Source: an optimization exercise on an open RTL-to-GDS flow (aim: small area and a short achievable clock period). Production flows keep margins and buffers that such runs may drop.
Where RTL was checked, it was by simulation tests only, not by an equivalence proof against the original.
Power is estimated from default activity; no workload was simulated.

Setup of north:
==> module pwm_smoother_top, before the edit <==
module pwm_smoother_top (
	input  logic        clk,
	input  logic        rst_n,
	input  logic        wb_cyc,
	input  logic        wb_stb,
	input  logic        wb_we,
	input  logic [1:0]  wb_adr,
	input  logic [15:0] wb_dat_w,
	output logic [15:0] wb_dat_r,
	output logic        wb_ack,
	output logic        pwm_out
);
	logic        wait_q;        
	logic        sv0;           
	logic        sv1;           
	logic        hist_clr;
	logic [2:0]  win_sel;
	logic        pwm_en;
	logic [4:0]  fill;
	logic [15:0] hist [16];     
	logic [19:0] part;          
	logic [15:0] avg;
	logic req, idle, rd_result, wr_sample, wr_ctrl, accept;
	assign req       = wb_cyc && wb_stb;
	assign idle      = !wb_ack && !wait_q;
	assign rd_result = !wb_we && (wb_adr == 2'd2);
	assign wr_sample = wb_we && (wb_adr == 2'd1);
	assign wr_ctrl   = wb_we && (wb_adr == 2'd0);
	assign accept    = idle && req && !(rd_result && sv1);
	always_ff @(posedge clk) begin
		if (!rst_n) begin
			wb_ack   <= 1'b0;
			wait_q   <= 1'b0;
			sv0      <= 1'b0;
			sv1      <= 1'b0;
			hist_clr <= 1'b0;
			win_sel  <= 3'd0;
			pwm_en   <= 1'b0;
		end else begin
			wb_ack   <= accept || wait_q;
			wait_q   <= idle && req && rd_result && sv1;
			sv0      <= accept && wr_sample;
			sv1      <= sv0;
			hist_clr <= accept && wr_ctrl && (wb_dat_w[2:0] != win_sel);
			if (accept && wr_ctrl) begin
				win_sel <= wb_dat_w[2:0];
				pwm_en  <= wb_dat_w[4];
			end
		end
	end
	always_ff @(posedge clk) begin
		case (wb_adr)
			2'd0:    wb_dat_r <= {11'd0, pwm_en, 1'b0, win_sel};
			2'd1:    wb_dat_r <= hist[0];
			2'd2:    wb_dat_r <= avg;
			default: wb_dat_r <= {11'd0, fill};
		endcase
	end
	logic [15:0] prev;
	always_ff @(posedge clk) begin
		if (accept && wr_sample)
			hist[0] <= wb_dat_w;
		prev <= hist[0];
		if (sv0) begin
			hist[1] <= prev;
			for (int i = 2; i < 16; i++)
				hist[i] <= hist[i-1];
		end
	end
	always_ff @(posedge clk) begin
		if (!rst_n || hist_clr)
			fill <= 5'd0;
		else if (sv0 && !fill[4])
			fill <= fill + 5'd1;
	end
	logic [15:0] drop;
	always_comb begin
		case (win_sel[2] ? 3'd4 : {1'b0, win_sel[1:0]})
			3'd0:    drop = hist[0];
			3'd1:    drop = (fill >= 5'd2)  ? hist[1]  : 16'd0;
			3'd2:    drop = (fill >= 5'd4)  ? hist[3]  : 16'd0;
			3'd3:    drop = (fill >= 5'd8)  ? hist[7]  : 16'd0;
			default: drop = fill[4]         ? hist[15] : 16'd0;
		endcase
	end
	logic [19:0] sum;
	assign sum = part + {4'd0, hist[0]};
	always_ff @(posedge clk) begin
		if (!rst_n || hist_clr)
			part <= 20'd0;
		else if (sv1)
			part <= sum - {4'd0, drop};
	end
	always_ff @(posedge clk) begin
		if (!rst_n)
			avg <= 16'd0;
		else if (sv1) begin
			case (win_sel[2] ? 3'd4 : {1'b0, win_sel[1:0]})
				3'd0:    avg <= sum[15:0];
				3'd1:    avg <= sum[16:1];
				3'd2:    avg <= sum[17:2];
				3'd3:    avg <= sum[18:3];
				default: avg <= sum[19:4];
			endcase
		end
	end
	logic [7:0] cnt;
	logic [7:0] duty_q;
	always_ff @(posedge clk) begin
		if (!rst_n) begin
			cnt     <= 8'd0;
			duty_q  <= 8'd0;
			pwm_out <= 1'b0;
		end else begin
			cnt <= cnt + 8'd1;
			if (cnt == 8'd255)
				duty_q <= avg[15:8];
			pwm_out <= pwm_en && (cnt < duty_q);
		end
	end
endmodule
make LEC_CHECK=0 CAP_MARGIN=20 CORE_MARGIN=2 CORE_UTILIZATION=40 SLEW_MARGIN=20 finish   # period 18.0 ns
run.sh (not shown) runs the stock make flow with config.mk's settings and CLKGATE_MAP_FILE= SYNTH_SCRIPT=/design/flow/synth_recipe.tcl, a recipe that flattens the netlist after the stock synthesis.
Both conditions hold for north: the flow ran to the end and the final layout passed the timing, DRC and antenna checks.
For south, these inputs were changed with respect to north:
--- a/flow/design.v
+++ b/flow/design.v
@@ -56,15 +56,13 @@
 			2'd2:    wb_dat_r <= avg;
 			default: wb_dat_r <= {11'd0, fill};
 		endcase
 	end
-	logic [15:0] prev;
 	always_ff @(posedge clk) begin
-		if (accept && wr_sample)
+		if (idle && req && wr_sample)
 			hist[0] <= wb_dat_w;
-		prev <= hist[0];
 		if (sv0) begin
-			hist[1] <= prev;
+			hist[1] <= wb_dat_r;
 			for (int i = 2; i < 16; i++)
 				hist[i] <= hist[i-1];
 		end
 	end
### Flow results
- No stage failed in south, and the final checks on the layout all came back clean.
- Diff north and south: relative contribution of combinational cells to total power higher in south
- Diff north -> south: highest clock rate saw a decrease; number of distinct library cell variants in the gate-level netlist after synthesis saw a decrease; number of flip-flops and latches in the synthesized netlist saw a decrease; ratio of cells with drive above 1 in the final layout saw a decrease; area of all placed cells without fillers saw a decrease.
- Compared with north, south shows a wire length that is about 1.8% lower.
- Compared to north, south has fewer flip-flops.
- Compared to north, south has synthesized cell count 3.9% lower.
- Diff north -> south | routed metal-1 wire length | decrease of 4.8%
- Comparing headroom to the max-slew limit for north and south, the smaller number came from south.
- Area used by sequential logic in the layout: north and south compared, higher one is north
- Against north, south comes in 1.6% higher on routed wirelength normalized by instance count.
- Diff north -> south | sequential share of layout area | increase of 0.38 points
The RTL of south was laid out without a check of its function.

what the ideal ports hide:
Ports are ideal in the flow. The routed layouts listed here were re-timed in OpenROAD. Step 1 (the two cells are an assumption about what drives the block):
set clk [get_ports {clk}]
set_driving_cell -lib_cell sky130_fd_sc_hd__clkbuf_16 $clk
set_driving_cell -lib_cell sky130_fd_sc_hd__buf_2 [delete_from_list [all_inputs] $clk]
Step 2 moves the port delays by t, midway between the first and last clock arrival at a register: inputs arrive t later, outputs are due t later. That takes back most of the time a late clock gives input paths. Slacks: no drivers / after step 1 / after step 2; pairs: no drivers / after step 1.
run	shift t [ns]	setup slack, ns	slew at the worst register clock pin (ns)
north	0.564	12.051 / 12.079 / 11.515	0.07 / 0.07
south	0.565	11.894 / 11.920 / 11.356	0.06 / 0.06
After both steps setup and hold are still met in every run listed. The setup slack of south, which loses most, moves by +0.026 ns with the drivers and by -0.538 ns with both steps.
